From an optimization exercise on the open Yosys and OpenROAD flow, aimed at small area; shortcuts taken in it are not production practice.
In this exercise RTL edits were held to simulation tests only and were not proved equivalent to the original.
Power figures rest on the tool's default switching activity, not on a simulated workload.

===== design.v =====
package decode_pkg;
    typedef logic [31:0] word_t;
    typedef logic [4:0]  reg_addr_t;
    typedef enum logic [5:0] {
        OP_SPECIAL = 6'b000000,
        OP_ADDI    = 6'b001000,
        OP_ADDIU   = 6'b001001,
        OP_SLTI    = 6'b001010,
        OP_SLTIU   = 6'b001011,
        OP_ANDI    = 6'b001100,
        OP_ORI     = 6'b001101,
        OP_XORI    = 6'b001110,
        OP_LUI     = 6'b001111
    } opcode_e;
    typedef enum logic [5:0] {
        FUNC_SLL  = 6'b000000,
        FUNC_SRL  = 6'b000010,
        FUNC_SRA  = 6'b000011,
        FUNC_SLLV = 6'b000100,
        FUNC_SRLV = 6'b000110,
        FUNC_SRAV = 6'b000111,
        FUNC_ADD  = 6'b100000,
        FUNC_ADDU = 6'b100001,
        FUNC_SUB  = 6'b100010,
        FUNC_SUBU = 6'b100011,
        FUNC_AND  = 6'b100100,
        FUNC_OR   = 6'b100101,
        FUNC_XOR  = 6'b100110,
        FUNC_NOR  = 6'b100111,
        FUNC_SLT  = 6'b101010,
        FUNC_SLTU = 6'b101011
    } func_e;
    typedef enum logic [7:0] {
        ALU_NOP   = 8'h00,
        ALU_SRL   = 8'h02,
        ALU_SRA   = 8'h03,
        ALU_ADD   = 8'h20,
        ALU_ADDU  = 8'h21,
        ALU_SUB   = 8'h22,
        ALU_SUBU  = 8'h23,
        ALU_AND   = 8'h24,
        ALU_OR    = 8'h25,
        ALU_XOR   = 8'h26,
        ALU_NOR   = 8'h27,
        ALU_SLT   = 8'h2a,
        ALU_SLTU  = 8'h2b,
        ALU_ADDI  = 8'h55,
        ALU_ADDIU = 8'h56,
        ALU_SLTI  = 8'h57,
        ALU_SLTIU = 8'h58,
        ALU_ANDI  = 8'h59,
        ALU_ORI   = 8'h5a,
        ALU_XORI  = 8'h5b,
        ALU_LUI   = 8'h5c,
        ALU_SLL   = 8'h7c   
    } alu_op_e;
    typedef enum logic [2:0] {
        SEL_NOP   = 3'b000,
        SEL_LOGIC = 3'b001,
        SEL_SHIFT = 3'b010,
        SEL_ARITH = 3'b100
    } alu_sel_e;
    typedef struct packed {
        logic      wreg;
        reg_addr_t wd;
        word_t     wdata;
    } reg_write_t;
    typedef struct packed {
        alu_op_e   aluop;
        alu_sel_e  alusel;
        reg_addr_t wd;
        logic      wreg;
        logic      reg1_read;
        logic      reg2_read;
        word_t     imm;
        logic      inst_valid;
    } decode_ctrl_t;
    typedef struct packed {
        alu_op_e   aluop;
        alu_sel_e  alusel;
        reg_addr_t wd;
        logic      wreg;
        logic      inst_valid;
        word_t     reg1;
        word_t     reg2;
    } decode_out_t;
endpackage
`timescale 1ns/1ns
module ao22 (
    input  logic a1, a2, b1, b2,
    output logic y
);
    assign y = (a1 & a2) | (b1 & b2);
endmodule
module rf_word (
    input  logic        clk,
    input  logic        keep_i,
    input  logic        we_i,
    input  logic [31:0] wd_i,
    output logic [31:0] q_o
);
    logic [31:0] q;
    logic [31:0] d;
    for (genvar k = 0; k < 32; k++) begin : g_bit
        ao22 u_d (.a1 (keep_i), .a2 (q[k]), .b1 (we_i), .b2 (wd_i[k]), .y (d[k]));
    end
    always_ff @(posedge clk) begin
        q <= d;
    end
    assign q_o = q;
endmodule
`timescale 1ns/1ns
module aoi222 (
    input  logic a1, a2, b1, b2, c1, c2,
    output logic y
);
    assign y = ~((a1 & a2) | (b1 & b2) | (c1 & c2));
endmodule
module nandn #(
    parameter int M = 2
) (
    input  logic [M-1:0] x_i,
    output logic         y_o
);
    assign y_o = ~&x_i;
endmodule
module rd_bit #(
    parameter int NX = 3
) (
    input  logic [30:0]   dec_i,
    input  logic [30:0]   col_i,
    input  logic          f_i,
    input  logic [NX-1:0] xsel_i,
    input  logic [NX-1:0] xd_i,
    output logic          y_o
);
    logic [10:0] p;      
    logic [2:0]  r;      
    logic        t;      
    logic        o;      
    for (genvar g = 0; g < 10; g++) begin : g_grp
        aoi222 u_g (
            .a1 (dec_i[3*g]),   .a2 (col_i[3*g]),
            .b1 (dec_i[3*g+1]), .b2 (col_i[3*g+1]),
            .c1 (dec_i[3*g+2]), .c2 (col_i[3*g+2]),
            .y  (p[g])
        );
    end
    nandn #(.M(2)) u_p10 (.x_i ({dec_i[30], col_i[30]}), .y_o (p[10]));
    nandn #(.M(4)) u_r0 (.x_i (p[3:0]),  .y_o (r[0]));
    nandn #(.M(4)) u_r1 (.x_i (p[7:4]),  .y_o (r[1]));
    nandn #(.M(3)) u_r2 (.x_i (p[10:8]), .y_o (r[2]));
    aoi222 u_t (
        .a1 (f_i), .a2 (r[0]),
        .b1 (f_i), .b2 (r[1]),
        .c1 (f_i), .c2 (r[2]),
        .y  (t)
    );
    aoi222 u_x (
        .a1 (xsel_i[0]), .a2 (xd_i[0]),
        .b1 (xsel_i[1]), .b2 (xd_i[1]),
        .c1 (xsel_i[2]), .c2 (xd_i[2]),
        .y  (o)
    );
    if (NX == 3) begin : g_x3
        nandn #(.M(2)) u_y (.x_i ({t, o}), .y_o (y_o));
    end else begin : g_x4
        logic n;
        nandn #(.M(2)) u_n (.x_i ({xsel_i[3], xd_i[3]}), .y_o (n));
        nandn #(.M(3)) u_y (.x_i ({t, o, n}), .y_o (y_o));
    end
endmodule
`timescale 1ns/1ns
module decode_unit (
    input  logic        clk,
    input  logic        rst,
    input  logic        req_i,
    input  logic [31:0] inst_i,
    input  logic        ex_wreg_i,
    input  logic [4:0]  ex_wd_i,
    input  logic [31:0] ex_wdata_i,
    input  logic        mem_wreg_i,
    input  logic [4:0]  mem_wd_i,
    input  logic [31:0] mem_wdata_i,
    input  logic        wb_wreg_i,
    input  logic [4:0]  wb_wd_i,
    input  logic [31:0] wb_wdata_i,
    output logic        ack_o,
    output logic [7:0]  aluop_o,
    output logic [2:0]  alusel_o,
    output logic [4:0]  wd_o,
    output logic        wreg_o,
    output logic        inst_valid_o,
    output logic [31:0] reg1_o,
    output logic [31:0] reg2_o
);
    logic [31:0] rf_q [1:31];
    logic [31:0] wdm;
    assign wdm = wb_wdata_i & {32{~rst}};
    for (genvar r = 1; r < 32; r++) begin : g_rf
        logic we;
        logic keep;
        assign we   = wb_wreg_i && (wb_wd_i == r[4:0]);
        assign keep = ~we & ~rst;
        rf_word u_word (
            .clk    (clk),
            .keep_i (keep),
            .we_i   (we),
            .wd_i   (wdm),
            .q_o    (rf_q[r])
        );
    end
    logic ack_q;
    logic acc;    
    logic hold;   
    assign acc  = req_i & ~ack_q & ~rst;
    assign hold = ~acc & ~rst;
    always_ff @(posedge clk) begin
        ack_q <= req_i & ~rst;
    end
    logic [5:0]  op;
    logic [4:0]  rs, rt, rd, sa;
    logic [5:0]  fn;
    logic [15:0] imm16;
    assign {op, rs, rt, rd, sa, fn} = inst_i;
    assign imm16 = inst_i[15:0];
    logic       f_rr;     
    logic       f_sh;     
    logic       f_imm;    
    logic [7:0] aluop;
    logic [2:0] alusel;
    always_comb begin
        f_rr   = 1'b0;
        f_sh   = 1'b0;
        f_imm  = 1'b0;
        aluop  = 8'h00;
        alusel = 3'b000;
        case (op)
            6'h00: begin
                case (fn)
                    6'h24: if (sa == 5'd0) begin f_rr = 1'b1; aluop = 8'h24; alusel = 3'b001; end
                    6'h25: if (sa == 5'd0) begin f_rr = 1'b1; aluop = 8'h25; alusel = 3'b001; end
                    6'h26: if (sa == 5'd0) begin f_rr = 1'b1; aluop = 8'h26; alusel = 3'b001; end
                    6'h27: if (sa == 5'd0) begin f_rr = 1'b1; aluop = 8'h27; alusel = 3'b001; end
                    6'h04: if (sa == 5'd0) begin f_rr = 1'b1; aluop = 8'h7c; alusel = 3'b010; end
                    6'h06: if (sa == 5'd0) begin f_rr = 1'b1; aluop = 8'h02; alusel = 3'b010; end
                    6'h07: if (sa == 5'd0) begin f_rr = 1'b1; aluop = 8'h03; alusel = 3'b010; end
                    6'h00: if (rs == 5'd0) begin f_sh = 1'b1; aluop = 8'h7c; alusel = 3'b010; end
                    6'h02: if (rs == 5'd0) begin f_sh = 1'b1; aluop = 8'h02; alusel = 3'b010; end
                    6'h03: if (rs == 5'd0) begin f_sh = 1'b1; aluop = 8'h03; alusel = 3'b010; end
                    6'h20: begin f_rr = 1'b1; aluop = 8'h20; alusel = 3'b100; end
                    6'h21: begin f_rr = 1'b1; aluop = 8'h21; alusel = 3'b100; end
                    6'h22: begin f_rr = 1'b1; aluop = 8'h22; alusel = 3'b100; end
                    6'h23: begin f_rr = 1'b1; aluop = 8'h23; alusel = 3'b100; end
                    6'h2a: begin f_rr = 1'b1; aluop = 8'h2a; alusel = 3'b100; end
                    6'h2b: begin f_rr = 1'b1; aluop = 8'h2b; alusel = 3'b100; end
                    default: ;
                endcase
            end
            6'h0c: begin f_imm = 1'b1; aluop = 8'h59; alusel = 3'b001; end
            6'h0d: begin f_imm = 1'b1; aluop = 8'h5a; alusel = 3'b001; end
            6'h0e: begin f_imm = 1'b1; aluop = 8'h5b; alusel = 3'b001; end
            6'h0f: begin f_imm = 1'b1; aluop = 8'h5c; alusel = 3'b001; end
            6'h08: begin f_imm = 1'b1; aluop = 8'h55; alusel = 3'b100; end
            6'h09: begin f_imm = 1'b1; aluop = 8'h56; alusel = 3'b100; end
            6'h0a: begin f_imm = 1'b1; aluop = 8'h57; alusel = 3'b100; end
            6'h0b: begin f_imm = 1'b1; aluop = 8'h58; alusel = 3'b100; end
            default: ;
        endcase
    end
    logic        valid;
    logic [4:0]  wd;
    logic [31:0] immv;
    assign valid = f_rr | f_sh | f_imm;
    assign wd    = f_imm ? rt : rd;
    always_comb begin
        if (op[2:0] == 3'b111)     immv = {imm16, 16'h0000};         
        else if (op[2])            immv = {16'h0000, imm16};         
        else                       immv = {{16{imm16[15]}}, imm16};  
    end
    logic ex_hit1, mem_hit1, ex_hit2, mem_hit2;
    assign ex_hit1  = ex_wreg_i  && ex_wd_i  == rs && rs != 5'd0;
    assign mem_hit1 = mem_wreg_i && mem_wd_i == rs && rs != 5'd0;
    assign ex_hit2  = ex_wreg_i  && ex_wd_i  == rt && rt != 5'd0;
    assign mem_hit2 = mem_wreg_i && mem_wd_i == rt && rt != 5'd0;
    logic rd1, rd2;         
    logic e1, m1, f1, i1;   
    logic e2, m2, f2, i2;   
    assign rd1 = acc & (f_rr | f_imm);
    assign rd2 = acc & (f_rr | f_sh);
    assign e1  = rd1 & ex_hit1;
    assign m1  = rd1 & ~ex_hit1 & mem_hit1;
    assign f1  = rd1 & ~ex_hit1 & ~mem_hit1;
    assign i1  = acc & f_sh;
    assign e2  = rd2 & ex_hit2;
    assign m2  = rd2 & ~ex_hit2 & mem_hit2;
    assign f2  = rd2 & ~ex_hit2 & ~mem_hit2;
    assign i2  = acc & f_imm;
    logic [30:0] dec1, dec2;
    always_comb begin
        for (int r = 1; r < 32; r++) begin
            dec1[r-1] = rs == r[4:0];
            dec2[r-1] = rt == r[4:0];
        end
    end
    logic [31:0] reg1_q, reg2_q;
    logic [31:0] reg1_d, reg2_d;
    for (genvar k = 0; k < 32; k++) begin : g_bit
        logic [30:0] col;
        for (genvar r = 1; r < 32; r++) begin : g_col
            assign col[r-1] = rf_q[r][k];
        end
        if (k < 5) begin : g_sa
            rd_bit #(.NX(4)) u_rd1 (
                .dec_i  (dec1),
                .col_i  (col),
                .f_i    (f1),
                .xsel_i ({i1, hold, m1, e1}),
                .xd_i   ({sa[k], reg1_q[k], mem_wdata_i[k], ex_wdata_i[k]}),
                .y_o    (reg1_d[k])
            );
        end else begin : g_nosa
            rd_bit #(.NX(3)) u_rd1 (
                .dec_i  (dec1),
                .col_i  (col),
                .f_i    (f1),
                .xsel_i ({hold, m1, e1}),
                .xd_i   ({reg1_q[k], mem_wdata_i[k], ex_wdata_i[k]}),
                .y_o    (reg1_d[k])
            );
        end
        rd_bit #(.NX(4)) u_rd2 (
            .dec_i  (dec2),
            .col_i  (col),
            .f_i    (f2),
            .xsel_i ({i2, hold, m2, e2}),
            .xd_i   ({immv[k], reg2_q[k], mem_wdata_i[k], ex_wdata_i[k]}),
            .y_o    (reg2_d[k])
        );
    end
    logic [6:0]  aluop_q;
    logic [2:0]  alusel_q;
    logic [4:0]  wd_q;
    logic        valid_q;
    always_ff @(posedge clk) begin
        reg1_q   <= reg1_d;
        reg2_q   <= reg2_d;
        aluop_q  <= ({7{hold}} & aluop_q)  | ({7{acc}} & aluop[6:0]);
        alusel_q <= ({3{hold}} & alusel_q) | ({3{acc}} & alusel);
        wd_q     <= ({5{hold}} & wd_q)     | ({5{acc}} & wd);
        valid_q  <= (hold & valid_q)       | (acc & valid);
    end
    assign ack_o        = ack_q;
    assign aluop_o      = {1'b0, aluop_q};  
    assign alusel_o     = alusel_q;
    assign wd_o         = wd_q;
    assign wreg_o       = valid_q;
    assign inst_valid_o = valid_q;
    assign reg1_o       = reg1_q;
    assign reg2_o       = reg2_q;
endmodule

===== flow/run.sh =====
#!/bin/bash
# Standard ORFS layout with lighter port buffers (every port still gets its
# own buffer, a buf_1 instead of the delay cell buffer_ports picks) and a
# clock tree of larger sink clusters without dummy loads.
set -euo pipefail
export BUFFER_PORTS_ARGS="-buffer_cell sky130_fd_sc_hd__buf_1"
export CTS_ARGS="-sink_clustering_enable -repair_clock_nets -sink_clustering_size 20 -sink_clustering_max_diameter 80 -buf_list sky130_fd_sc_hd__clkbuf_16 -dont_use_dummy_load"
bash standard.sh > standard.log 2>&1

===== standard.sh =====
#!/bin/bash
# synth_recipe.tcl (not shown) runs the flow's synth.tcl, then flattens the netlist and writes it again
# the make line also repeats each setting of config.mk as NAME=value (left out here)
make -C /OpenROAD-flow-scripts/flow DESIGN_CONFIG=/design/flow/config.mk WORK_HOME=/design/flow/orfs CLKGATE_MAP_FILE= SYNTH_SCRIPT=/design/flow/synth_recipe.tcl "${@:-finish}"

===== config.mk =====
export PLATFORM = sky130hd
export DESIGN_NAME = decode_unit
export DESIGN_NICKNAME = decode_unit
export VERILOG_FILES = /design/flow/design.v
export SDC_FILE = /design/flow/constraint.sdc
export NUM_CORES = 4
export LEC_CHECK = 0
export CAP_MARGIN = 5
export CORE_MARGIN = 2
export CORE_UTILIZATION = 40
export SLEW_MARGIN = 5
export SYNTH_HIERARCHICAL = 1

===== constraint.sdc =====
create_clock -name core_clock -period 4.0 [get_ports {clk}]
set_input_delay 0.8000 -clock core_clock [delete_from_list [all_inputs] [get_ports {clk}]]
set_output_delay 0.8000 -clock core_clock [all_outputs]
set_load 0.01 [all_outputs]

==> results.py, run 1 <==
metrics = {
    "sta": {
        "finalSetupViolCount": 0,
        "finalClockSkew_ns": 0.07830,
        "fin_setup_tns_ns": 0,
        "period_share": 0.9065,
        "tightest_slew_ns": 1.363,
        "fmaxAchievable_mhz": 275.8,
        "relSlewSlack": 0.08943,
        "post-route-min-period_ns": 3.626,
        "slew_violations": 0,
        "rsz0062_at_grt": "false",
        "hold_viol": 0,
    },
    "layout": {
        "nNetsFinal": 4234,
        "area_growth_syn_to_layout_pct": 16.93,
        "drive_gt1_frac": 0.1149,
    },
    "hold_path": {
        "min_from": "mem_wdata_i[26]",
        "min_path_type": "in -> reg",
    },
    "clocking": {
        "cts_resized": 0,
        "clock_latency_ns": 0.70,
        "cts_sinks": 1073,
        "hold_buffers": 0,
        "htreeDepth": 3,
        "cts_buffers": 66,
        "root_buffer": "clkbuf_16",
        "cts.path.max_buffers": 3,
        "postCtsSetupBuffers": 0,
        "cts_tree": "yes",
        "clk_pin_slew_ns": 0.09,
    },
    "pwr": {
        "p_total_mw": 18.91,
        "p_leak_nw": 17.12,
        "p_per_area_nw_per_um2": 386.6,
        "ir_worst_vdd_mv": 0.3639,
    },
    "critical_path": {
        "worst-path-max-fanout": 32,
        "crit_arrival_ns": 4.23,
        "end_kind": "flop",
        "worst-path-buf-inv": 1,
        "cpMaxStageDelayCell": "nor2_4",
        "critPathLaunchType": "input pin",
        "crit_required_ns": 4.61,
        "cp_top_family": "simple AND/OR/NAND/NOR gates",
        "r2r_start": "ack_q$_DFF_P_",
        "crit_start": "inst_i[20]",
        "cpPeakStageDelay_ns": 1.07,
        "crit_chain": "buf_1, nand3_1, nor2_4, a222oi_1, nand4_1, a222oi_1, nand3_1",
        "critPathKind": "in -> reg",
    },
    "floorplan": {
        "initial_utilization": 0.4036,
        "fp-row-count": 118,
        "die-area_um2": 107200,
        "die_y_um": 327.4,
        "die_w_um": 327.4,
        "coreArea_um2": 103600,
        "io-pin-count": 232,
    },
    "run": {
        "cap_violations": 0,
    },
    "place": {
        "dpl.hpwl_mm": 130.4,
        "port_buffers": 230,
        "gp_congestion": 0.9919,
    },
    "global_route": {
        "grt_pass1_wl_mm": 295.5,
        "antenna_found_initial": 6,
        "grt_max_degree": 97,
        "grt_pass1_vias": 39120,
        "grtUsageTotal": 0.3775,
        "overflow": 0,
    },
    "drt": {
        "drt_iter0_markers": 11060,
        "routed_wl_mm": 213.8,
        "dr.pass1.iters": 14,
        "drtAntennaViolNets": 0,
        "viasPerCell": 7.875,
        "drc": 0,
        "vias": 43060,
        "wire_per_inst_um": 39.10,
    },
    "yosys": {
        "yosysSeqAreaShare": 0.5135,
        "syn_inst": 3598,
        "ys_async_sr_fraction": 0,
        "yosys_warnings": 9,
        "synth_ff_type": "dfxtp_1",
        "syn_nets": 3747,
        "yosysUniqueCellTypes": 53,
        "synth_area_um2": 41830,
        "synth-edff-count": 0,
        "synth.avg_cell_area_um2": 11.63,
        "ys_ff_latch": 1073,
    },
    "outcome": {
        "status": "complete, no violations",
    },
}
## modules after synthesis, one instance, submodules excluded, a selection
module | area (um^2) | cells inside | times used | flops+latches
ao22 | 8.758 | 1 | 992 | 0
rf_word | 640.6 | 32 | 31 | 32
decode_unit | 3807 | 489 | 1 | 81
aoi222 | 10.01 | 1 | 768 | 0
## report_power, final
| part | total, mW | internal [mW] | switching (mW) |
|---|---|---|---|
| logic | 1.40 | 0.286 | 1.11 |
| clock network | 6.68 | 2.94 | 3.74 |
| registers | 10.8 | 10.8 | 0.0695 |
| total | 18.9 | 14.0 | 4.92 |
## kinds of logic (layout without fill, tap and decap cells)
| group | Yosys count | count (layout) | synth area share |
|---|---|---|---|
| AND/OR/NAND/NOR | 645 | 645 | 0.07670 |
| flip-flops | 1073 | 1073 | 0.5135 |
| multiplexers | 5 | 5 | 0.001197 |
| buffers and inverters | 40 | 525 | 0.003978 |
| AO/OA/AOI/OAI | 1813 | 1813 | 0.4001 |
| XOR/XNOR | 21 | 21 | 0.004397 |
| other | 1 | 6 | 0.00008965 |
## layer usage
layer  vias up  wire, um  GRT usage
met3       740     32740     0.1373
met1     21030     78300     0.4831
li1      17400         -          -
met5         -       130   0.006655
met2      3889     86980     0.5404
met4         6     15640     0.2273
## worst reg2reg max path, stage by stage, from the launching register on
cell      delay [ns]
dfxtp_1         0.33
inv_1           0.11
nand2_1         0.35
a21oi_1         0.45
nand2_2         0.16
nor3b_4         0.23
buf_12          0.37
a222oi_1        0.32
buf_4           0.20
nand2_1         0.04
## worst paths after layout
kind / to / slack (ns) / depth (start not counted)
min reg2reg: aluop_q[4]$_DFF_P_ / 0.45 / 1
max: reg2_q[2]$_DFF_P_ / 0.37 / 7
max reg2reg: reg1_q[8]$_DFF_P_ / 1.41 / 9
min: reg1_q[26]$_DFF_P_ / 0.38 / 3
## Yosys cell counts, drive strengths merged (2+ instances only)
master     n  share of area
nor2     139          0.012
or3        3        0.00057
and3       2        0.00030
a211oi     2        0.00036
xnor2     17         0.0036
nand2    159          0.014
dfxtp   1073           0.51
nor3b      4        0.00072
nor4       3        0.00075
nand4    133          0.020
buf        9         0.0012
nand4b     2        0.00042
nor2b     38         0.0057
or2        5        0.00075
a222oi   768           0.18
o21ai     12         0.0014
nand2b    10         0.0015
or3b       2        0.00042
xor2       4        0.00084
a21oi      8         0.0010
nand3    108          0.013
nand3b     7         0.0013
mux2i      5         0.0012
a22o     994           0.21
nor3      11         0.0017
inv        5        0.00045
and2      15         0.0022
a211o      3        0.00063
a21o      17         0.0031
clkbuf    26         0.0023
## final cells by class
class | instances | area, um^2
Clock buffer | 66 | 1652
Sequential cell | 1073 | 21480
Tap cell | 1380 | 1727
Antenna cell | 5 | 12.51
Timing Repair Buffer | 454 | 2749
Fill cell | 9600 | 54740
Multi-Input combinational cell | 2485 | 21270
Inverter | 5 | 18.77
## cell usage in the layout (no fill, tap or decap), types with 2 or more instances in the layout
cell type,synthesis,final
inv_1,5,5
xnor2_1,17,17
clkbuf_16,0,66
a211oi_1,2,2
buf_4,3,208
buf_12,0,16
nor2_2,0,14
nor3b_1,4,2
mux2i_1,5,5
a21o_1,17,17
nor2_4,0,104
nand2_1,159,158
buf_1,2,229
nor3_1,9,2
diode_2,0,5
a21oi_1,7,6
or3_1,2,2
and2_1,15,15
o21ai_0,11,11
nand3b_1,7,7
a22o_1,994,994
nand3_1,108,108
nor2b_1,38,4
nand2b_1,10,10
nor3_2,1,5
xor2_1,4,4
nor2_1,139,21
nand4b_1,2,2
dfxtp_1,1073,1073
a211o_1,3,3
nor2b_4,0,18
or2_2,4,4
nor3_4,1,4
a222oi_1,768,768
or3b_2,2,2
nand4_1,133,133
nor2b_2,0,16
## state kept, by name (all words and copies together), names as in the netlist
signal and count:
reg2_q 32, aluop_q 7, valid_q 1, g_rf.u_word.q 992
wd_q 5, alusel_q 3, reg1_q 32, ack_q 1
## metrics by stage
| stage | hold WS, ns | instance area (um^2) | worst slack [ns] | util | std cells |
|---|---|---|---|---|---|
| floorplan | 0.4625 | 41870 | -0.4119 | - | 3598 |
| detailed placement | 0.4411 | 47250 | -0.05937 | 0.4558 | 5397 |
| global route | 0.3607 | 48900 | 0.4238 | 0.4718 | 5465 |
| global placement | 0.4283 | 47250 | -0.04264 | 0.4558 | 5397 |
| finish | 0.3763 | 48910 | 0.3739 | 0.4719 | 5468 |
| CTS | 0.3621 | 48900 | 0.6420 | 0.4718 | 5463 |
==> run 2: changes to the inputs <==
--- a/config.mk
+++ b/config.mk
@@ -6,7 +6,8 @@
 export NUM_CORES = 4
 export LEC_CHECK = 0
-export CAP_MARGIN = 5
+export CAP_MARGIN = 20
 export CORE_MARGIN = 2
-export CORE_UTILIZATION = 40
-export SLEW_MARGIN = 5
+export CORE_UTILIZATION = 55
+export PLACE_DENSITY = 0.7
+export SLEW_MARGIN = 20
 export SYNTH_HIERARCHICAL = 1
==> run 2 against run 1 <==
First-iteration DRC count rose by 7.9%. Sequential cell count is the same. Clock skew is 0.044 ns lower. Critical path depth is 2 higher. Still clean on timing, DRC and antenna. Core utilization grew 16 points. Worst hold slack got worse by 0.018 ns. Combinational power barely moved. Sequential power is essentially flat. Design area shrank 1.6%. Non-clock buffer count down 5. Clock power fell by 6.7%.
==> results.py, run 2 <==
metrics = {
    "outcome": {
        "status": "complete, no violations",
    },
    "yosys": {
        "netlist.area_leader.share": 0.5135,
        "yosysSeqAreaShare": 0.5135,
        "synth_ff_type": "dfxtp_1",
        "synth.avg_cell_area_um2": 11.63,
        "syn_inst": 3598,
        "synth_common_cells": "1,073 x dfxtp_1, 994 x a22o_1, 768 x a222oi_1",
        "synth_top_area_cell": "dfxtp_1",
        "yosys_warnings": 9,
        "synth-edff-count": 0,
        "ys_ff_latch": 1073,
        "synth_most_common_cell": "dfxtp_1",
        "yosys-top-cells-area": "dfxtp_1 51%, a22o_1 21%, a222oi_1 18%",
        "ys_async_sr_fraction": 0,
        "syn_nets": 3747,
        "synth_area_um2": 41830,
        "yosysUniqueCellTypes": 53,
    },
    "sta": {
        "tightest_slew_ns": 1.282,
        "slew_violations": 0,
        "fmaxAchievable_mhz": 280.2,
        "hold_viol": 0,
        "finalClockSkew_ns": 0.03385,
        "rsz0062_at_grt": "false",
        "setup_ws_ns": 0.4315,
        "post-route-min-period_ns": 3.569,
        "relSlewSlack": 0.1434,
        "period_share": 0.8921,
        "finalSetupViolCount": 0,
    },
    "pwr": {
        "clock_power_share": 0.338,
        "internal_power_mw": 13.69,
        "p_seq_frac": 0.587,
        "comb_power_share": 0.075,
        "p_total_mw": 18.44,
        "p_per_area_nw_per_um2": 383.3,
        "ir_worst_vdd_mv": 0.4281,
        "p_sw_frac": 0.2575,
        "p_leak_nw": 17.00,
        "p_switching_mw": 4.749,
    },
    "floorplan": {
        "io-pin-count": 232,
        "coreArea_um2": 75570,
        "fp-row-count": 101,
        "die_w_um": 279.8,
        "initial_utilization": 0.5535,
        "die_y_um": 279.8,
        "die-area_um2": 78270,
    },
    "critical_path": {
        "worst-path-max-fanout": 32,
        "r2r_cells": 8,
        "critPathLaunchType": "input pin",
        "crit_required_ns": 4.55,
        "crit_path_end": "reg2_q[1]$_DFF_P_",
        "r2r-end": "reg1_q[29]$_DFF_P_",
        "critPathKind": "in -> reg",
        "crit_start": "inst_i[19]",
        "r2r_slack_ns": 0.98,
        "r2r_start": "ack_q$_DFF_P_",
        "end_kind": "flop",
        "crit_arrival_ns": 4.12,
    },
    "layout": {
        "final_util": 0.6367,
        "nNetsFinal": 4223,
        "largest_reg_flops": 992,
        "multi_input_area_um2": 20990,
        "seqCellArea_um2": 21480,
        "fillers": 6036,
        "final_cell_mix": "1,073 x dfxtp_1, 994 x a22o_1, 768 x a222oi_1",
        "drive_gt1_frac": 0.1122,
        "area_growth_syn_to_layout_pct": 15.03,
        "final_common_cell": "dfxtp_1",
        "stdcell_area_um2": 48120,
        "largestRegisters": "g_rf.u_word.q: 992 flops, reg1_q: 32 flops, reg2_q: 32 flops",
        "largest-register": "g_rf.u_word.q",
    },
    "clocking": {
        "cts_sinks": 1073,
        "cts.path.max_buffers": 3,
        "clk_pin_slew_ns": 0.09,
        "htreeDepth": 2,
        "cts_buffers": 60,
        "clock_latency_ns": 0.67,
        "hold_buffers": 0,
        "cts_resized": 0,
        "postCtsSetupBuffers": 0,
        "root_buffer": "clkbuf_16",
        "cts_tree": "yes",
    },
    "drt": {
        "drc": 0,
        "wire_per_inst_um": 41.69,
        "routed_wl_mm": 210.8,
        "vias": 44710,
        "drtAntennaViolNets": 0,
        "drt_iter0_markers": 11930,
        "dr.pass1.iters": 14,
        "viasPerCell": 8.843,
    },
    "place": {
        "port_buffers": 230,
        "gp_congestion": 1.068,
        "dpl_cell_area_um2": 46530,
        "dp_slack_ns": 0.1852,
        "dpl.hpwl_mm": 128.3,
    },
    "global_route": {
        "grt_max_degree": 97,
        "grt_pass1_wl_mm": 294.2,
        "grtUsageTotal": 0.5106,
        "antenna_found_initial": 14,
        "grt_pass1_vias": 41900,
        "overflow": 0,
    },
    "run": {
        "cap_violations": 0,
    },
    "hold_path": {
        "min_path_type": "in -> reg",
    },
}
-- run 2: cell counts after synthesis --
Identical to the previous run, type by type.
-- run 2: power by group through the flow --
stage	logic (mW)	clock network (mW)	registers, mW
floorplan	0.523	0	11.1
global placement	1.24	0	11.1
detailed placement	1.27	0	11.1
CTS	1.28	6.15	10.8
global route	1.36	6.53	10.8
finish	1.39	6.23	10.8
-- run 2: routing by layer --
metal	wire length, um	GRT usage	vias to the layer above
li1	-	-	17370
met1	68420	0.6105	21300
met2	83400	0.7180	4799
met3	38360	0.2262	1232
met4	20450	0.3843	14
met5	145	0.008755	-
-- run 2: Yosys stat by module (local to each module, per instance), excerpt --
module       cells  flip-flops and latches  times used
ao22             1                       0         992
rf_word         32                      32          31
decode_unit    489                      81           1
aoi222           1                       0         768
-- run 2: worst min-delay path by stage --
stage	startpoint	slack, ns	end	cells past startpoint
after global routing	rst	0.37	ack_q$_DFF_P_	2
after floorplan	aluop_q[5]$_DFF_P_	0.46	aluop_q[5]$_DFF_P_	2
after global placement	aluop_q[5]$_DFF_P_	0.43	aluop_q[5]$_DFF_P_	2
after detailed placement	aluop_q[5]$_DFF_P_	0.44	aluop_q[5]$_DFF_P_	2
after CTS	mem_wdata_i[10]	0.36	reg1_q[10]$_DFF_P_	3
final	mem_wdata_i[10]	0.36	reg1_q[10]$_DFF_P_	3
-- run 2: final cells by class --
class | count | area share
flip-flops and latches | 1073 | 0.4464
multi-input cells | 2485 | 0.4363
repair buffers | 449 | 0.05994
clock buffers | 60 | 0.03120
well taps | 978 | 0.02543
inverters | 5 | 0.0003901
diodes | 6 | 0.0003120
-- run 2: cell families (layout without fill, tap and decap cells) --
kind of cell	after synthesis	in the layout	synth area share
simple gates	645	645	0.07670
other cells	1	7	0.00008965
buf+inv	40	514	0.003978
mux	5	5	0.001197
flops	1073	1073	0.5135
compound gates	1813	1813	0.4001
xor+xnor	21	21	0.004397
-- run 2: stage by stage --
stage,hold slack [ns],setup TNS (ns),std cells
finish,0.3585,0,5056
global route,0.3708,0,5052
CTS,0.3632,0,5048
detailed placement,0.4416,0,4988
global placement,0.4328,0,4987
floorplan,0.4625,-52.48,3598
-- run 2: critical path, cell delays in order --
cell      delay (ns)
buf_1           0.45
nand2b_1        0.34
buf_4           0.27
nor2_2          0.05
buf_4           0.30
a222oi_1        0.50
nand4_1         0.49
a222oi_1        0.76
nand3_1         0.13
==> run 3: changes to the inputs <==
--- a/config.mk
+++ b/config.mk
@@ -8,6 +8,7 @@
 export CAP_MARGIN = 20
 export CORE_MARGIN = 2
-export CORE_UTILIZATION = 55
-export PLACE_DENSITY = 0.7
+export CORE_UTILIZATION = 45
+export GPL_ROUTABILITY_DRIVEN = 0
+export PLACE_DENSITY = 0.75
 export SLEW_MARGIN = 20
 export SYNTH_HIERARCHICAL = 1
==> run 3 against run 2 <==
Still clean on timing, DRC and antenna. Sequential share of layout area down 0.54 points. Area after synthesis unchanged. Design area up 1.2%. Clock skew up 0.046 ns. Wire length down 5.2%. Total power down 0.25%. Non-clock buffer count up 27. Clock power about the same. Critical path type unchanged. Largest cell class unchanged. Largest power group unchanged. Highest routed layer unchanged.
==> results.py, run 3 <==
metrics = {
    "outcome": {
        "status": "complete, no violations",
    },
    "yosys": {
        "synth_most_common_cell": "dfxtp_1",
        "syn_inst": 3598,
        "yosysSeqAreaShare": 0.5135,
        "synth_area_um2": 41830,
        "netlist.area_leader.share": 0.5135,
        "synth_top_area_cell": "dfxtp_1",
        "synth.avg_cell_area_um2": 11.63,
        "yosysUniqueCellTypes": 53,
        "synth-edff-count": 0,
        "yosys_warnings": 9,
        "ys_async_sr_fraction": 0,
        "yosys-top-cells-area": "dfxtp_1 51%, a22o_1 21%, a222oi_1 18%",
        "synth_common_cells": "1,073 x dfxtp_1, 994 x a22o_1, 768 x a222oi_1",
        "ys_ff_latch": 1073,
        "synth_ff_type": "dfxtp_1",
        "syn_nets": 3747,
    },
    "sta": {
        "post-route-min-period_ns": 3.988,
        "fmaxAchievable_mhz": 250.8,
        "period_share": 0.9970,
        "rsz0062_at_grt": "false",
        "finalSetupViolCount": 0,
        "slew_violations": 0,
        "fin_hold_ws_ns": 0.3733,
        "relSlewSlack": 0.1828,
        "setup_ws_ns": 0.01214,
        "tightest_slew_ns": 1.223,
        "hold_viol": 0,
        "finalClockSkew_ns": 0.07939,
        "fin_setup_tns_ns": 0,
    },
    "layout": {
        "largest_reg_flops": 992,
        "final_common_cell": "dfxtp_1",
        "area_growth_syn_to_layout_pct": 16.43,
        "nNetsFinal": 4250,
        "multi_input_area_um2": 21080,
        "finalNonFillerCells": 5351,
        "largestRegisters": "g_rf.u_word.q: 992 flops, reg1_q: 32 flops, reg2_q: 32 flops",
        "final_cell_mix": "1,073 x dfxtp_1, 994 x a22o_1, 768 x a222oi_1",
        "drive_gt1_frac": 0.1181,
        "seqCellArea_um2": 21480,
        "largest-register": "g_rf.u_word.q",
        "fillers": 8102,
    },
    "critical_path": {
        "critPathKind": "in -> reg",
        "r2r-end": "reg1_q[27]$_DFF_P_",
        "crit_required_ns": 4.50,
        "crit_arrival_ns": 4.49,
        "r2r_slack_ns": 1.06,
        "end_kind": "flop",
        "worst-path-max-fanout": 32,
        "r2r_start": "ack_q$_DFF_P_",
        "critPathLaunchType": "input pin",
        "r2r_cells": 7,
    },
    "place": {
        "placed_cells": 5274,
        "port_buffers": 230,
        "dpl.hpwl_mm": 120.9,
        "dp_slack_ns": 0.009453,
    },
    "hold_path": {
        "holdPathStages": 3,
        "min_path_type": "in -> reg",
        "hold_end": "reg2_q[28]$_DFF_P_",
        "min_from": "mem_wdata_i[28]",
    },
    "clocking": {
        "cts_sinks": 1073,
        "root_buffer": "clkbuf_16",
        "htreeDepth": 2,
        "cts.path.max_buffers": 3,
        "cts_buffers": 60,
        "postCtsSetupBuffers": 0,
        "cts_tree": "yes",
        "hold_buffers": 0,
        "cts_resized": 0,
        "clock_latency_ns": 0.70,
        "clk_pin_slew_ns": 0.09,
    },
    "pwr": {
        "p_per_area_nw_per_um2": 377.7,
        "p_leak_nw": 17.11,
        "internal_power_mw": 13.70,
        "comb_power_share": 0.075,
        "clock_power_share": 0.337,
        "p_seq_frac": 0.588,
        "p_switching_mw": 4.697,
        "ir_worst_vdd_mv": 0.4045,
        "p_sw_frac": 0.2553,
    },
    "floorplan": {
        "die-area_um2": 95410,
        "die_y_um": 308.9,
        "fp-row-count": 111,
        "initial_utilization": 0.4550,
        "io-pin-count": 232,
        "coreArea_um2": 91940,
        "die_w_um": 308.9,
    },
    "drt": {
        "drc": 0,
        "drtAntennaViolNets": 0,
        "wire_per_inst_um": 37.36,
        "vias": 43680,
        "drt_iter0_markers": 12110,
        "routed_wl_mm": 199.9,
        "viasPerCell": 8.164,
        "dr.pass1.iters": 15,
    },
    "global_route": {
        "grt_pass1_wl_mm": 281.6,
        "grt_max_degree": 71,
        "antenna_found_initial": 11,
        "grt_pass1_vias": 40210,
        "overflow": 0,
        "grtUsageTotal": 0.3973,
    },
    "run": {
        "cap_violations": 0,
    },
}
[run 3: cell counts after synthesis]
Identical to the previous run, type by type.
[run 3: logic make-up (layout without fill, tap and decap cells)]
| kind of cell | count (synthesis) | count (layout) | share of synthesized area |
|---|---|---|---|
| XOR/XNOR | 21 | 21 | 0.004397 |
| other | 1 | 10 | 0.00008965 |
| flip-flops | 1073 | 1073 | 0.5135 |
| buffers and inverters | 40 | 541 | 0.003978 |
| multiplexers | 5 | 5 | 0.001197 |
| AND/OR/NAND/NOR | 645 | 645 | 0.07670 |
| AO/OA/AOI/OAI | 1813 | 1813 | 0.4001 |
[run 3: metrics by stage]
step                        util  power [mW]  area [um^2]
after CTS                 0.5275       18.22        48500
after global routing      0.5295       18.70        48690
final                     0.5297       18.40        48700
after detailed placement  0.5111       12.33        47000
after global placement    0.5109       12.31        46970
after floorplan                -       11.58        41870
[run 3: critical path, cell delays in order]
cell	delay, ns
buf_1	0.34
nand2b_1	0.54
buf_4	0.22
nor2_2	0.03
buf_4	0.27
a222oi_1	0.41
nand4_1	0.58
a222oi_1	1.09
nand3_1	0.16
[run 3: cell type report]
type,instances,share of cell area
clock buffers,60,0.03083
well taps,1243,0.03193
flip-flops and latches,1073,0.4411
diodes,9,0.0004624
inverters,5,0.0003854
multi-input cells,2485,0.4329
repair buffers,476,0.06243
[run 3: modules after synthesis, one instance, submodules excluded, a selection]
module	cells inside	area [um^2]
rf_word	32	640.6
decode_unit	489	3807
ao22	1	8.758
aoi222	1	10.01
[run 3: per-layer routing]
layer	up-vias	global-route usage	part of all wire
met3	940	0.1914	0.19
met2	4358	0.5493	0.39
met4	8	0.2695	0.087
met1	20930	0.4844	0.34
met5	-	0.006572	0.00049
li1	17440	-	-
[run 3: worst max-delay path by stage]
| stage | startpoint | endpoint | cells past startpoint |
|---|---|---|---|
| after floorplan | wb_wd_i[1] | g_rf[18].u_word.q[0]$_DFF_P_ | 5 |
| after global placement | inst_i[8] | reg1_q[25]$_DFF_P_ | 10 |
| after detailed placement | inst_i[19] | reg2_q[25]$_DFF_P_ | 9 |
| after CTS | inst_i[19] | reg2_q[25]$_DFF_P_ | 9 |
| after global routing | inst_i[19] | reg2_q[25]$_DFF_P_ | 9 |
| final | inst_i[19] | reg2_q[25]$_DFF_P_ | 9 |
[run 3: power by group through the flow]
stage,logic [mW],registers (mW),clock network [mW]
finish,1.37,10.8,6.21
global route,1.36,10.8,6.51
CTS,1.27,10.8,6.14
detailed placement,1.26,11.1,0
global placement,1.25,11.1,0
floorplan,0.523,11.1,0
==> run 4: changes to the inputs <==
==> flow/run.sh (replaced) <==
#!/bin/bash
# Standard ORFS layout with lighter port buffers (every port still gets its
# own buffer, a buf_1 instead of the delay cell buffer_ports picks) and a
# clock tree of larger sink clusters without dummy loads.
set -euo pipefail
export BUFFER_PORTS_ARGS="-buffer_cell sky130_fd_sc_hd__buf_1"
export CTS_ARGS="-sink_clustering_enable -repair_clock_nets -sink_clustering_size 26 -sink_clustering_max_diameter 80 -buf_list sky130_fd_sc_hd__clkbuf_16 -dont_use_dummy_load"
bash standard.sh > standard.log 2>&1
--- a/config.mk
+++ b/config.mk
@@ -8,7 +8,6 @@
 export CAP_MARGIN = 20
 export CORE_MARGIN = 2
-export CORE_UTILIZATION = 45
-export GPL_ROUTABILITY_DRIVEN = 0
-export PLACE_DENSITY = 0.75
+export CORE_UTILIZATION = 55
+export PLACE_DENSITY = 0.7
 export SLEW_MARGIN = 20
 export SYNTH_HIERARCHICAL = 1
==> run 4 against run 3 <==
Worst hold slack got worse by 0.0030 ns. Die area decreased by 18%. Total power down 2.1%. Global-route usage increased by 11 points. Clock power fell by 6.8%. Critical path type unchanged. First-iteration DRC count shrank 2.2%.
==> results.py, run 4 <==
metrics = {
    "outcome": {
        "status": "complete, no violations",
    },
    "critical_path": {
        "critPathLaunchType": "input pin",
        "crit_required_ns": 4.53,
        "crit_arrival_ns": 4.04,
        "worst-path-max-fanout": 32,
        "critPathKind": "in -> reg",
        "end_kind": "flop",
    },
    "pwr": {
        "p_switching_mw": 4.634,
        "p_seq_frac": 0.601,
        "comb_power_share": 0.077,
        "clock_power_share": 0.322,
        "ir_worst_vdd_mv": 0.4516,
        "p_sw_frac": 0.2574,
        "p_per_area_nw_per_um2": 375.9,
        "internal_power_mw": 13.37,
        "p_leak_nw": 16.89,
    },
    "layout": {
        "final_cell_mix": "1,073 x dfxtp_1, 994 x a22o_1, 768 x a222oi_1",
        "drive_gt1_frac": 0.1103,
        "final_util": 0.6337,
        "stdcell_area_um2": 47890,
        "nNetsFinal": 4214,
        "final_common_cell": "dfxtp_1",
        "largest-register": "g_rf.u_word.q",
        "area_growth_syn_to_layout_pct": 14.48,
        "largest_reg_flops": 992,
        "largestRegisters": "g_rf.u_word.q: 992 flops, reg1_q: 32 flops, reg2_q: 32 flops",
    },
    "sta": {
        "post-route-min-period_ns": 3.512,
        "finalClockSkew_ns": 0.03872,
        "slew_violations": 0,
        "fmaxAchievable_mhz": 284.8,
        "fin_setup_tns_ns": 0,
        "relSlewSlack": 0.1225,
        "finalSetupViolCount": 0,
        "period_share": 0.8780,
        "setup_ws_ns": 0.4882,
        "tightest_slew_ns": 1.313,
        "hold_viol": 0,
        "rsz0062_at_grt": "false",
    },
    "yosys": {
        "synth_top_area_cell": "dfxtp_1",
        "synth_area_um2": 41830,
        "syn_nets": 3747,
        "yosys-top-cells-area": "dfxtp_1 51%, a22o_1 21%, a222oi_1 18%",
        "ys_ff_latch": 1073,
        "yosys_warnings": 9,
        "synth_common_cells": "1,073 x dfxtp_1, 994 x a22o_1, 768 x a222oi_1",
        "synth-edff-count": 0,
        "netlist.area_leader.share": 0.5135,
        "syn_inst": 3598,
        "synth.avg_cell_area_um2": 11.63,
        "synth_ff_type": "dfxtp_1",
        "ys_async_sr_fraction": 0,
        "yosysUniqueCellTypes": 53,
        "synth_most_common_cell": "dfxtp_1",
        "yosysSeqAreaShare": 0.5135,
    },
    "floorplan": {
        "fp-row-count": 101,
        "die_y_um": 279.8,
        "coreArea_um2": 75570,
        "initial_utilization": 0.5535,
        "die-area_um2": 78270,
        "io-pin-count": 232,
        "die_w_um": 279.8,
    },
    "hold_path": {
        "min_path_type": "in -> reg",
    },
    "drt": {
        "drtAntennaViolNets": 0,
        "viasPerCell": 8.804,
        "dr.pass1.iters": 15,
        "wire_per_inst_um": 41.66,
        "drt_iter0_markers": 11850,
        "vias": 44420,
        "routed_wl_mm": 210.2,
        "drc": 0,
    },
    "clocking": {
        "cts_resized": 0,
        "cts_sinks": 1073,
        "root_buffer": "clkbuf_16",
        "cts_tree": "yes",
        "htreeDepth": 2,
        "clk_pin_slew_ns": 0.09,
        "postCtsSetupBuffers": 0,
        "clock_latency_ns": 0.67,
        "cts_buffers": 52,
        "hold_buffers": 0,
        "cts.path.max_buffers": 3,
    },
    "global_route": {
        "grt_max_degree": 97,
        "grtUsageTotal": 0.5091,
        "grt_pass1_wl_mm": 293.4,
        "overflow": 0,
        "grt_pass1_vias": 41640,
        "antenna_found_initial": 14,
    },
    "place": {
        "dp_slack_ns": 0.1852,
        "dpl.hpwl_mm": 128.3,
        "port_buffers": 230,
        "gp_congestion": 1.068,
        "dpl_cell_area_um2": 46530,
    },
    "run": {
        "cap_violations": 0,
    },
}
==> run 4: cell counts after synthesis <==
Identical to the previous run, type by type.
==> run 4: power groups by stage <==
stage / logic [mW] / registers, mW / clock network (mW)
floorplan: 0.523 / 11.1 / 0
global placement: 1.24 / 11.1 / 0
detailed placement: 1.27 / 11.1 / 0
CTS: 1.28 / 10.8 / 5.73
global route: 1.36 / 10.8 / 6.12
finish: 1.39 / 10.8 / 5.79
==> run 4: kinds of logic after synthesis <==
kind of cell,count (synthesis),synth area share
compound gates,1813,0.4001
xor+xnor,21,0.004397
buf+inv,40,0.003978
flops,1073,0.5135
mux,5,0.001197
other cells,1,0.00008965
simple gates,645,0.07670
==> run 4: layout make-up <==
cell class / count / area (um^2)
fill: 6063 / 27680
antenna: 5 / 12.51
clock buffer: 52 / 1301
inverter: 5 / 18.77
sequential: 1073 / 21480
tap: 978 / 1224
timing repair buffer: 448 / 2856
multi-input combinational: 2485 / 20990
==> run 4: worst max-delay path, stage by stage <==
cell and delay, ns:
buf_1 0.47, nand2b_1 0.33, buf_4 0.27, nor2_2 0.05
buf_4 0.29, a222oi_1 0.49, nand4_1 0.45, a222oi_1 0.71
nand3_1 0.15
==> run 4: routing by layer <==
metal	wire [um]	vias up	track usage
li1	-	17360	-
met1	68630	21190	0.6048
met2	83040	4696	0.7172
met3	38780	1156	0.2350
met4	19570	20	0.3746
met5	180	-	0.006254
==> run 4: metrics by stage <==
step / instances / power [mW] / hold slack (ns)
after global placement: 4987 / 12.31 / 0.4328
after detailed placement: 4988 / 12.34 / 0.4416
after CTS: 5040 / 17.83 / 0.3747
final: 5046 / 18.00 / 0.3703
after floorplan: 3598 / 11.58 / 0.4625
after global routing: 5043 / 18.31 / 0.3730
==> run 4: worst paths after layout <==
path | startpoint | end | slack (ns) | depth (start not counted)
worst max-delay path | inst_i[19] | reg2_q[25]$_DFF_P_ | 0.49 | 9
worst min-delay path | rst | ack_q$_DFF_P_ | 0.37 | 2
worst max register to register | ack_q$_DFF_P_ | reg1_q[29]$_DFF_P_ | 1.09 | 8
worst min register to register | aluop_q[5]$_DFF_P_ | aluop_q[5]$_DFF_P_ | 0.46 | 2
==> run 4: per-module statistics from Yosys (local to each module, per instance), a selection <==
module       cells inside  cell area [um^2]
rf_word                32             640.6
aoi222                  1             10.01
decode_unit           489              3807
ao22                    1             8.758
==> run 5: changes to the inputs <==
--- a/design.v
+++ b/design.v
@@ -340,17 +340,26 @@
     end
     logic [6:0]  aluop_q;
-    logic [2:0]  alusel_q;
     logic [4:0]  wd_q;
-    logic        valid_q;
     always_ff @(posedge clk) begin
         reg1_q   <= reg1_d;
         reg2_q   <= reg2_d;
         aluop_q  <= ({7{hold}} & aluop_q)  | ({7{acc}} & aluop[6:0]);
-        alusel_q <= ({3{hold}} & alusel_q) | ({3{acc}} & alusel);
         wd_q     <= ({5{hold}} & wd_q)     | ({5{acc}} & wd);
-        valid_q  <= (hold & valid_q)       | (acc & valid);
     end
     assign ack_o        = ack_q;
     assign aluop_o      = {1'b0, aluop_q};  
+    logic [2:0] alusel_q;
+    logic       valid_q;
+    always_comb begin
+        case (aluop_q)
+            7'h24, 7'h25, 7'h26, 7'h27,
+            7'h59, 7'h5a, 7'h5b, 7'h5c:          alusel_q = 3'b001;
+            7'h7c, 7'h02, 7'h03:                 alusel_q = 3'b010;
+            7'h20, 7'h21, 7'h22, 7'h23, 7'h2a, 7'h2b,
+            7'h55, 7'h56, 7'h57, 7'h58:          alusel_q = 3'b100;
+            default:                             alusel_q = 3'b000;
+        endcase
+    end
+    assign valid_q  = |aluop_q;
     assign alusel_o     = alusel_q;
     assign wd_o         = wd_q;
==> run 5 against run 4 <==
Cell count decreased by 0.28%. Die area hardly changed. Total power fell by 0.55%. Largest power group unchanged. Highest routed layer unchanged.
==> results.py, run 5 <==
metrics = {
    "outcome": {
        "status": "complete, no violations",
    },
    "place": {
        "gp_congestion": 1.018,
        "port_buffers": 230,
        "dpl.hpwl_mm": 125.9,
        "dp_slack_ns": 0.2046,
        "placed_cells": 4968,
    },
    "critical_path": {
        "r2r_start": "ack_q$_DFF_P_",
        "cpMaxStageDelayCell": "nor2_2",
        "crit_arrival_ns": 4.01,
        "crit_start": "inst_i[19]",
        "r2r_slack_ns": 1.24,
        "r2r_cells": 8,
        "r2r-end": "reg2_q[16]$_DFF_P_",
        "cpPeakStageDelay_ns": 1.04,
        "critPathLaunchType": "input pin",
        "critPathKind": "in -> reg",
        "worst-path-max-fanout": 17,
        "crit_required_ns": 4.61,
        "end_kind": "flop",
        "crit_chain": "buf_1, buf_4, nand2b_1, nor2_2, buf_4, a222oi_1, nand3_1, a222oi_1, nand3_1",
    },
    "layout": {
        "final_common_cell": "dfxtp_1",
        "largest-register": "g_rf.u_word.q",
        "drive_gt1_frac": 0.1090,
        "nNetsFinal": 4198,
        "largestRegisters": "g_rf.u_word.q: 992 flops, reg1_q: 32 flops, reg2_q: 32 flops",
        "largest_reg_flops": 992,
        "area_growth_syn_to_layout_pct": 14.69,
        "finalNonFillerCells": 5032,
        "final_cell_mix": "1,069 x dfxtp_1, 993 x a22o_1, 768 x a222oi_1",
    },
    "yosys": {
        "synth_ff_type": "dfxtp_1",
        "netlist.area_leader.share": 0.5119,
        "synth_common_cells": "1,069 x dfxtp_1, 993 x a22o_1, 768 x a222oi_1",
        "ys_async_sr_fraction": 0,
        "yosys-top-cells-area": "dfxtp_1 51%, a22o_1 21%, a222oi_1 18%",
        "synth-edff-count": 0,
        "ys_ff_latch": 1069,
        "synth_area_um2": 41800,
        "yosysSeqAreaShare": 0.5119,
        "synth.avg_cell_area_um2": 11.64,
        "syn_inst": 3591,
        "yosysUniqueCellTypes": 49,
        "yosys_warnings": 9,
        "synth_top_area_cell": "dfxtp_1",
        "synth_most_common_cell": "dfxtp_1",
        "syn_nets": 3740,
    },
    "clocking": {
        "htreeDepth": 2,
        "postCtsSetupBuffers": 0,
        "cts.path.max_buffers": 3,
        "cts_buffers": 50,
        "clock_latency_ns": 0.68,
        "cts_sinks": 1069,
        "cts_resized": 0,
        "clk_pin_slew_ns": 0.09,
        "hold_buffers": 0,
        "root_buffer": "clkbuf_16",
        "cts_tree": "yes",
    },
    "global_route": {
        "antenna_found_initial": 29,
        "grt_max_degree": 97,
        "grt_pass1_wl_mm": 292.7,
        "grt_pass1_vias": 42160,
        "overflow": 0,
        "grtUsageTotal": 0.5061,
    },
    "pwr": {
        "ir_worst_vdd_mv": 0.3824,
        "p_switching_mw": 4.648,
        "internal_power_mw": 13.25,
        "comb_power_share": 0.079,
        "p_per_area_nw_per_um2": 373.4,
        "p_sw_frac": 0.2596,
        "clock_power_share": 0.318,
        "p_leak_nw": 16.85,
        "p_seq_frac": 0.603,
    },
    "run": {
        "cap_violations": 0,
    },
    "sta": {
        "fmaxAchievable_mhz": 293.5,
        "relSlewSlack": 0.1621,
        "setup_ws_ns": 0.5929,
        "tightest_slew_ns": 1.256,
        "finalClockSkew_ns": 0.04573,
        "slew_violations": 0,
        "post-route-min-period_ns": 3.407,
        "hold_viol": 0,
        "finalSetupViolCount": 0,
        "period_share": 0.8518,
        "rsz0062_at_grt": "false",
    },
    "hold_path": {
        "min_from": "mem_wdata_i[27]",
        "holdPathStages": 3,
        "hold_end": "reg2_q[27]$_DFF_P_",
        "min_path_type": "in -> reg",
    },
    "drt": {
        "viasPerCell": 8.896,
        "vias": 44760,
        "dr.pass1.iters": 14,
        "drt_iter0_markers": 12330,
        "drc": 0,
        "wire_per_inst_um": 41.67,
        "routed_wl_mm": 209.7,
        "drtAntennaViolNets": 0,
    },
    "floorplan": {
        "io-pin-count": 232,
        "die_y_um": 279.7,
        "die_w_um": 279.7,
        "coreArea_um2": 75570,
        "fp-row-count": 101,
        "die-area_um2": 78230,
        "initial_utilization": 0.5532,
    },
}
[run 5: metrics by stage]
step / setup TNS [ns] / util / total power [mW] / hold slack, ns / cell area (um^2)
6_report: 0 / 0.6344 / 17.90 / 0.4161 / 47940
5_1_grt: 0 / 0.6342 / 18.18 / 0.4231 / 47930
4_1_cts: 0 / 0.6316 / 17.67 / 0.4130 / 47730
3_5_place_dp: 0 / 0.6150 / 12.31 / 0.4533 / 46480
3_3_place_gp: 0 / 0.6137 / 12.27 / 0.4413 / 46380
2_1_floorplan: -31.40 / - / 11.54 / 0.4705 / 41850
[run 5: metal layers]
layer  up-vias  wire length, um  GRT usage  share of wire
met5         -              294   0.005003         0.0014
met4        38            18830     0.3672          0.090
met3      1194            38670     0.2309           0.18
met2      4850            82520     0.6978           0.39
met1     21340            69350     0.6183           0.33
li1      17340                -          -              -
[run 5: cell type report]
| class | count | area [um^2] |
|---|---|---|
| antenna | 7 | 17.52 |
| clock buffer | 50 | 1251 |
| fill | 6062 | 27630 |
| inverter | 5 | 18.77 |
| multi-input combinational | 2480 | 21140 |
| sequential | 1069 | 21400 |
| tap | 978 | 1224 |
| timing repair buffer | 443 | 2893 |
[run 5: power groups by stage]
| stage | sequential [mW] | combinational [mW] | clock (mW) |
|---|---|---|---|
| floorplan | 11.0 | 0.527 | 0 |
| global placement | 11.0 | 1.25 | 0 |
| detailed placement | 11.0 | 1.28 | 0 |
| CTS | 10.8 | 1.28 | 5.61 |
| global route | 10.8 | 1.38 | 6.00 |
| finish | 10.8 | 1.41 | 5.70 |
[run 5: worst max path at each step]
| stage | slack, ns | endpoint | cells past startpoint |
|---|---|---|---|
| floorplan | -1.10 | reg1_q[0]$_DFF_P_ | 7 |
| global placement | 0.26 | reg2_q[17]$_DFF_P_ | 9 |
| detailed placement | 0.20 | reg2_q[17]$_DFF_P_ | 9 |
| CTS | 0.86 | reg2_q[17]$_DFF_P_ | 9 |
| global route | 0.64 | reg2_q[17]$_DFF_P_ | 9 |
| finish | 0.59 | reg2_q[10]$_DFF_P_ | 9 |
[run 5: per-module statistics from Yosys (local to each module, per instance), a selection]
module       cell area [um^2]  cells
aoi222                  10.01      1
ao22                    8.758      1
rf_word                 640.6     32
decode_unit              3781    482
[run 5: cells by family (layout without fill, tap and decap cells)]
| group | count (synthesis) | count (layout) | share of synthesized area |
|---|---|---|---|
| flip-flops | 1069 | 1069 | 0.5119 |
| AO/OA/AOI/OAI | 1812 | 1812 | 0.4010 |
| other | 1 | 8 | 0.00008971 |
| XOR/XNOR | 21 | 21 | 0.004400 |
| multiplexers | 5 | 5 | 0.001197 |
| buffers and inverters | 42 | 498 | 0.003951 |
| AND/OR/NAND/NOR | 641 | 641 | 0.07740 |
[run 5: worst max-delay path: cells and delay by family]
kind | cells | cell delay (ns)
AND/OR/NAND/NOR | 4 | 2.08
buffers and inverters | 3 | 0.78
AO/OA/AOI/OAI | 2 | 0.31
==> run 6: changes to the inputs <==
--- a/config.mk
+++ b/config.mk
@@ -6,8 +6,8 @@
 export NUM_CORES = 4
 export LEC_CHECK = 0
-export CAP_MARGIN = 20
+export CAP_MARGIN = 0
 export CORE_MARGIN = 2
 export CORE_UTILIZATION = 55
-export PLACE_DENSITY = 0.7
-export SLEW_MARGIN = 20
+export PLACE_DENSITY = 0.75
+export SLEW_MARGIN = 0
 export SYNTH_HIERARCHICAL = 1
==> run 6 against run 5 <==
Largest cell class unchanged. Cell count is 0.48% lower. Clock skew increased by 0.024 ns. Still clean. Sequential power about the same. Largest power group unchanged. Area after synthesis is the same. Register-to-register slack worse by 0.13 ns.
==> results.py, run 6 <==
metrics = {
    "outcome": {
        "status": "complete, no violations",
    },
    "sta": {
        "setup_ws_ns": 0.3782,
        "post-route-min-period_ns": 3.622,
        "fmaxAchievable_mhz": 276.1,
        "period_share": 0.9054,
        "finalSetupViolCount": 0,
        "tightest_slew_ns": 1.438,
        "slew_violations": 0,
        "hold_viol": 0,
        "relSlewSlack": 0.03883,
        "rsz0062_at_grt": "false",
        "finalClockSkew_ns": 0.06980,
    },
    "yosys": {
        "yosysUniqueCellTypes": 49,
        "ys_async_sr_fraction": 0,
        "syn_nets": 3740,
        "synth_top_area_cell": "dfxtp_1",
        "yosys-top-cells-area": "dfxtp_1 51%, a22o_1 21%, a222oi_1 18%",
        "yosysSeqAreaShare": 0.5119,
        "synth_area_um2": 41800,
        "synth-edff-count": 0,
        "syn_inst": 3591,
        "netlist.area_leader.share": 0.5119,
        "synth_most_common_cell": "dfxtp_1",
        "synth_ff_type": "dfxtp_1",
        "synth.avg_cell_area_um2": 11.64,
        "ys_ff_latch": 1069,
        "synth_common_cells": "1,069 x dfxtp_1, 993 x a22o_1, 768 x a222oi_1",
        "yosys_warnings": 9,
    },
    "hold_path": {
        "holdPathStages": 3,
        "min_from": "mem_wdata_i[28]",
        "hold_end": "reg2_q[28]$_DFF_P_",
        "min_path_type": "in -> reg",
    },
    "critical_path": {
        "r2r_cells": 8,
        "crit_arrival_ns": 4.13,
        "worst-path-buf-inv": 3,
        "critPathLaunchType": "input pin",
        "r2r_slack_ns": 1.11,
        "r2r-end": "reg2_q[28]$_DFF_P_",
        "worst-path-max-fanout": 17,
        "critPathKind": "in -> reg",
        "r2r_start": "ack_q$_DFF_P_",
        "cpPeakStageDelay_ns": 0.87,
        "crit_chain": "buf_1, nand2b_1, buf_4, nor2_2, buf_4, a222oi_1, nand3_1, a222oi_1, nand2_1",
        "end_kind": "flop",
        "cpMaxStageDelayCell": "a222oi_1",
        "cp_top_family": "compound AO/OA/AOI/OAI gates",
        "crit_required_ns": 4.51,
    },
    "layout": {
        "drive_gt1_frac": 0.1039,
        "seqCellArea_um2": 21400,
        "largest_reg_flops": 992,
        "fillers": 6170,
        "multi_input_area_um2": 21200,
        "largestRegisters": "g_rf.u_word.q: 992 flops, reg1_q: 32 flops, reg2_q: 32 flops",
        "final_util": 0.6301,
        "area_growth_syn_to_layout_pct": 13.91,
        "finalNonFillerCells": 5008,
        "final_common_cell": "dfxtp_1",
        "final_cell_mix": "1,069 x dfxtp_1, 993 x a22o_1, 768 x a222oi_1",
        "largest-register": "g_rf.u_word.q",
        "nNetsFinal": 4176,
    },
    "clocking": {
        "cts_buffers": 49,
        "cts_sinks": 1069,
        "root_buffer": "clkbuf_16",
        "clk_pin_slew_ns": 0.10,
        "hold_buffers": 0,
        "clock_latency_ns": 0.67,
        "htreeDepth": 2,
        "cts_tree": "yes",
        "postCtsSetupBuffers": 0,
        "cts.path.max_buffers": 3,
        "cts_resized": 0,
    },
    "floorplan": {
        "die_w_um": 279.7,
        "initial_utilization": 0.5532,
        "die_y_um": 279.7,
        "coreArea_um2": 75570,
        "io-pin-count": 232,
        "fp-row-count": 101,
        "die-area_um2": 78230,
    },
    "pwr": {
        "p_sw_frac": 0.2573,
        "ir_worst_vdd_mv": 0.3488,
        "internal_power_mw": 13.19,
        "p_seq_frac": 0.607,
        "comb_power_share": 0.077,
        "clock_power_share": 0.316,
        "p_leak_nw": 16.66,
        "p_switching_mw": 4.570,
        "p_per_area_nw_per_um2": 373.0,
        "p_total_mw": 17.76,
    },
    "global_route": {
        "overflow": 0,
        "antenna_found_initial": 10,
        "grt_pass1_wl_mm": 280.4,
        "grt_max_degree": 97,
        "grt_pass1_vias": 40010,
        "grtUsageTotal": 0.4837,
    },
    "place": {
        "dpl.hpwl_mm": 119.7,
        "dp_slack_ns": 0.1226,
        "gp_congestion": 1.012,
        "port_buffers": 230,
        "placed_cells": 4954,
    },
    "drt": {
        "drt_iter0_markers": 12780,
        "vias": 43930,
        "routed_wl_mm": 200.1,
        "wire_per_inst_um": 39.95,
        "viasPerCell": 8.773,
        "drtAntennaViolNets": 0,
        "dr.pass1.iters": 16,
        "drc": 0,
    },
    "run": {
        "cap_violations": 0,
    },
}
run 6: cell counts after synthesis:
Identical to the previous run, type by type.
run 6: worst max-delay path by stage:
stage	from	to	slack (ns)	cells after the start
5_1_grt	inst_i[22]	reg1_q[11]$_DFF_P_	0.50	9
2_1_floorplan	inst_i[3]	reg1_q[0]$_DFF_P_	-1.10	7
3_3_place_gp	inst_i[16]	reg2_q[17]$_DFF_P_	0.21	8
4_1_cts	inst_i[22]	reg1_q[11]$_DFF_P_	0.79	9
6_report	inst_i[22]	reg1_q[11]$_DFF_P_	0.38	9
3_5_place_dp	inst_i[22]	reg1_q[11]$_DFF_P_	0.12	9
run 6: final cells by class:
| type | instances | area share |
|---|---|---|
| well taps | 978 | 0.02570 |
| diodes | 5 | 0.0002628 |
| multi-input cells | 2480 | 0.4453 |
| clock buffers | 49 | 0.02575 |
| flip-flops and latches | 1069 | 0.4494 |
| inverters | 5 | 0.0003941 |
| repair buffers | 422 | 0.05321 |
run 6: modules after synthesis, one instance, submodules excluded, a selection:
| module | cells | flip-flops and latches |
|---|---|---|
| ao22 | 1 | 0 |
| rf_word | 32 | 32 |
| decode_unit | 482 | 77 |
| aoi222 | 1 | 0 |
run 6: power groups by stage:
| stage | sequential [mW] | clock (mW) | combinational, mW |
|---|---|---|---|
| 4_1_cts | 10.8 | 5.53 | 1.26 |
| 3_3_place_gp | 11.0 | 0 | 1.25 |
| 3_5_place_dp | 11.0 | 0 | 1.26 |
| 6_report | 10.8 | 5.60 | 1.37 |
| 5_1_grt | 10.8 | 5.90 | 1.34 |
| 2_1_floorplan | 11.0 | 0 | 0.527 |
run 6: per-layer routing:
layer | vias up | GRT usage | wire (um) | share of wire
li1 | 17320 | - | - | -
met4 | 6 | 0.3346 | 18100 | 0.090
met2 | 4607 | 0.6634 | 77690 | 0.39
met3 | 1088 | 0.2236 | 37470 | 0.19
met5 | - | 0.001876 | 37 | 0.00018
met1 | 20910 | 0.5989 | 66750 | 0.33
run 6: cells by family after synthesis:
| logic type | after synthesis | share of synthesized area |
|---|---|---|
| AO/OA/AOI/OAI | 1812 | 0.4010 |
| XOR/XNOR | 21 | 0.004400 |
| buffers and inverters | 42 | 0.003951 |
| flip-flops | 1069 | 0.5119 |
| multiplexers | 5 | 0.001197 |
| other | 1 | 0.00008971 |
| AND/OR/NAND/NOR | 641 | 0.07740 |
run 6: through the flow:
stage / setup TNS [ns] / hold slack, ns / area [um^2]
final: 0 / 0.3999 / 47620
after global routing: 0 / 0.4209 / 47610
after CTS: 0 / 0.3930 / 47610
after detailed placement: 0 / 0.4458 / 46380
after global placement: 0 / 0.4389 / 46380
after floorplan: -31.40 / 0.4705 / 41850
run 6: worst register-to-register path, cell delays in order (launching register included):
cell	delay, ns
dfxtp_1	0.34
or3b_1	0.49
or4_1	0.57
a21oi_1	0.22
nand3b_1	0.22
nor2_4	0.16
buf_12	0.37
a222oi_1	0.32
nand3_1	0.16

[what the ideal ports hide]
The results above use ideal ports. As a check the final layouts listed here were re-extracted and re-timed, cells and wires unchanged. Step 1 sets driving cells, clkbuf_16 on the clock port and buf_2 on the other inputs (assumed; they add their load-dependent delay and slew). Step 2 times the ports against the registers' clock, not the clock port: input delays grow and output delays shrink by t, the midpoint of the rising clock arrivals with the driver on. a / b / c = no drivers / after step 1 / after step 2; a / b = the first two.
run	t (ns)	setup WS [ns]	hold slack, ns	worst setup path at the end	slew at the worst register clock pin (ns)
run 1	0.725	0.374 / 0.412 / -0.313	0.376 / 0.334 / 0.453	input to register	0.09 / 0.09
run 2	0.742	0.431 / 0.454 / -0.288	0.359 / 0.319 / 0.455	input to register	0.09 / 0.09
run 3	0.731	0.012 / 0.058 / -0.673	0.373 / 0.328 / 0.457	input to register	0.09 / 0.09
run 4	0.727	0.488 / 0.509 / -0.218	0.370 / 0.330 / 0.455	input to register	0.11 / 0.11
run 5	0.722	0.593 / 0.562 / -0.160	0.416 / 0.375 / 0.473	input to register	0.11 / 0.11
run 6	0.711	0.378 / 0.420 / -0.291	0.400 / 0.351 / 0.469	input to register	0.11 / 0.11
With both steps, setup timing fails in every run listed, where it was met with ideal ports. For run 5, which loses most, drivers alone change the setup slack by -0.031 ns; drivers and shift together by -0.753 ns.
